What follows belongs to an exercise in optimizing a design on an open flow for a short achievable clock period and few clock cycles; a production flow would make more cautious choices. Function was checked by simulation only, so behaviour that the tests miss may differ from the original. Power figures rest on the tool's default switching activity, not on a simulated workload.

run 1:
Design cpuTop, start of the top module:
module cpuTop (
	input  logic ldSig,
	input  logic resetN,
	input  logic run,
	input  logic progWe,
	input  logic [5:0] progAddr,
	input  logic [15:0] progData,
	output logic [15:0] pc,
	output logic memWe,
	output logic [5:0] memAddr,
	output logic [15:0] memWdata,
	output logic [3:0] flags  
);
clock: 11.0 ns
lec_check: 0
abc_clock_period_in_ps: 3000
cap_margin: 20
core_margin: 2
core_utilization: 40
setup_slack_margin: 5
slew_margin: 20
tns_end_percent: 100
run.sh (not shown) runs the stock make flow with config.mk's settings and CLKGATE_MAP_FILE= SYNTH_SCRIPT=/design/flow/synth_recipe.tcl, a recipe that flattens the netlist after the stock synthesis.
Run 1 went all the way through the flow, and no timing, DRC or antenna check failed.
Testbench counts of run 1, summed over its fixed seeds: cycles 52,802.
What run 2 does differently from run 1 at the input level:
Settings: SETUP_SLACK_MARGIN removed (was 5).
==> flow/flow/run.sh (new file) <==
#!/bin/bash
set -euo pipefail
bash standard.sh SETUP_SLACK_MARGIN=7 'PLACE_PINS_ARGS=-group_pins {run memWe}' finish > flow_make.log 2>&1
==> flow/standard.sh (new file) <==
#!/bin/bash
# synth_recipe.tcl (not shown) runs the flow's synth.tcl, then flattens the netlist and writes it again
# the make line also repeats each setting of config.mk as NAME=value (left out here)
make -C /OpenROAD-flow-scripts/flow DESIGN_CONFIG=/design/flow/config.mk WORK_HOME=/design/flow/orfs CLKGATE_MAP_FILE= SYNTH_SCRIPT=/design/flow/synth_recipe.tcl "${@:-finish}"
removed: flow/run.sh
Findings:
The pin count of the biggest net entering global routing in run 2 sits 49% below the value recorded for run 1.
Diff run 2..run 1 | number of cells traversed by the worst hold path | unchanged
Comparing run 2 and run 1, the higher count of clock-buffer cells in the layout was measured on run 1.
Changes observed in run 2 relative to run 1: via count of the first global-routing pass rose about 2.5%, relative contribution of the clock network to total power fell 2.3 points, total iterations of the first detailed-routing run rose 2.
Post-route cell area, run 2 vs run 1: up by a few percent
Setup changes, run 2 to run 3
==> flow/flow/run.sh <==
#!/bin/bash
set -euo pipefail
bash standard.sh SETUP_SLACK_MARGIN=6.5 finish > flow_make.log 2>&1
[summary]
Compared with run 2, in run 3 wire length of the first global-routing pass shows a reduction of 17,000 um, detailed-route wire length shows a reduction of about 4%, adder-cell share of the synthesized area shows no meaningful change, area of all placed cells without fillers shows a reduction of about 2.6%.

cpuTop, a different RTL version from the one above (not shown whole).
For scale: roughly 6600 cells after synthesis, ~2300 flip-flops, ~110000 um^2 of cells after synthesis.
Settings: LEC_CHECK=0, ABC_CLOCK_PERIOD_IN_PS=3000, CAP_MARGIN=20, CORE_MARGIN=2, CORE_UTILIZATION=40, SLEW_MARGIN=20, TNS_END_PERCENT=100; clock period 11.0 ns.
standard.sh (not shown) runs the stock make flow with config.mk's settings and CLKGATE_MAP_FILE= SYNTH_SCRIPT=/design/flow/synth_recipe.tcl, a recipe that flattens the netlist after the stock synthesis.
==> flow/flow/run.sh <==
#!/bin/bash
set -euo pipefail
here=$(pwd)
bash standard.sh SETUP_SLACK_MARGIN=7 'PLACE_PINS_ARGS=-group_pins {run memWe}' \
  "PRE_DETAIL_PLACE_TCL=$here/flow/pin_cells.tcl" finish > flow_make.log 2>&1
==> flow/flow/pin_cells.tcl <==
# Before detailed placement: move the cells of the combinational run -> memWe
# path (run's input buffer, the and gate, memWe's output buffer) next to the
# two pins, which io placement put side by side. detailed_placement then
# legalizes them. Nothing else changes.
set pc_block [ord::get_db_block]

proc pc_driver {net} {
  foreach it [$net getITerms] {
    if {[$it isOutputSignal]} { return [$it getInst] }
  }
  return ""
}

proc pc_pin_spot {name} {
  # the pin's centre, and a point 4 um inside the core from it
  set bt [$::pc_block findBTerm $name]
  set bb [$bt getBBox]
  set x [expr {([$bb xMin] + [$bb xMax]) / 2}]
  set y [expr {([$bb yMin] + [$bb yMax]) / 2}]
  set core [$::pc_block getCoreArea]
  set in [expr {4000}]
  set cx [expr {max([$core xMin] + $in, min($x, [$core xMax] - $in))}]
  set cy [expr {max([$core yMin] + $in, min($y, [$core yMax] - $in))}]
  return [list $cx $cy]
}

set pc_we_net [[$pc_block findBTerm memWe] getNet]
set pc_obuf [pc_driver $pc_we_net]
set pc_and ""
foreach it [$pc_obuf getITerms] {
  if {[$it isInputSignal] && [$it getNet] ne "NULL"} { set pc_and [pc_driver [$it getNet]] }
}
set pc_run_net [[$pc_block findBTerm run] getNet]
set pc_ibufs {}
foreach it [$pc_run_net getITerms] { lappend pc_ibufs [$it getInst] }

lassign [pc_pin_spot memWe] wx wy
lassign [pc_pin_spot run] rx ry
puts "pin_cells: memWe spot $wx $wy, run spot $rx $ry"
set moves [list $pc_obuf $wx $wy]
if {$pc_and ne ""} {
  lappend moves $pc_and [expr {($wx + $rx) / 2}] [expr {($wy + $ry) / 2 + 0}]
}
foreach ib $pc_ibufs { lappend moves $ib $rx $ry }
foreach {inst x y} $moves {
  if {[$inst isFixed]} { continue }
  puts "pin_cells: [$inst getName] ([[$inst getMaster] getName]) from [$inst getLocation] to $x $y"
  $inst setLocation [expr {int($x)}] [expr {int($y)}]
  $inst setPlacementStatus PLACED
}
The first run never finished: it broke off in detailed placement (3_5_place_dp).
Testbench counts at the start, summed over its fixed seeds: cycles 52,802.
==> next run, changes <==
--- a/flow/flow/pin_cells.tcl
+++ b/flow/flow/pin_cells.tcl
@@ -5 +5 @@
-set pc_block [ord::get_db_block]
+set ::pc_block [ord::get_db_block]
@@ -27 +27 @@
-set pc_we_net [[$pc_block findBTerm memWe] getNet]
+set pc_we_net [[$::pc_block findBTerm memWe] getNet]
@@ -33 +33 @@
-set pc_run_net [[$pc_block findBTerm run] getNet]
+set pc_run_net [[$::pc_block findBTerm run] getNet]
The new run ran to the end with no violations. Synthesized cell count does not change. Area after synthesis is unchanged.

## separate check: timing with driven ports
The flow's constraints put no driver on any port. The routed layouts listed below were extracted and timed again, unchanged, in two steps.
Step 1, drivers: a clkbuf_16 drives ldSig and a buf_2 each remaining input, both assumed.
Step 2, shift: input delay + t, output delay - t, t = (earliest + latest rising clock arrival at the registers) / 2. This alone moves slack from input paths to output paths.
Slacks: no drivers / after step 1 / after step 2; pairs: no drivers / after step 1.
run | t, ns | slack for setup (ns) | hold WS [ns] | clock arrival spread, ns
run 1 | 0.962 | 5.024 / 4.859 / 4.397 | 0.522 / 0.522 / 0.522 | 0.123 / 0.122
run 2 | 0.986 | 6.265 / 6.223 / 5.643 | 0.525 / 0.525 / 0.525 | 0.109 / 0.109
run 3 | 0.962 | 6.169 / 5.861 / 5.372 | 0.513 / 0.513 / 0.513 | 0.117 / 0.117
the second run of note 2 | 0.983 | 6.265 / 6.219 / 5.677 | 0.489 / 0.489 / 0.489 | 0.119 / 0.120
After both steps every run listed still meets setup and hold. The setup slack of run 3, which loses most, moves by -0.308 ns with the drivers and by -0.797 ns with both steps.
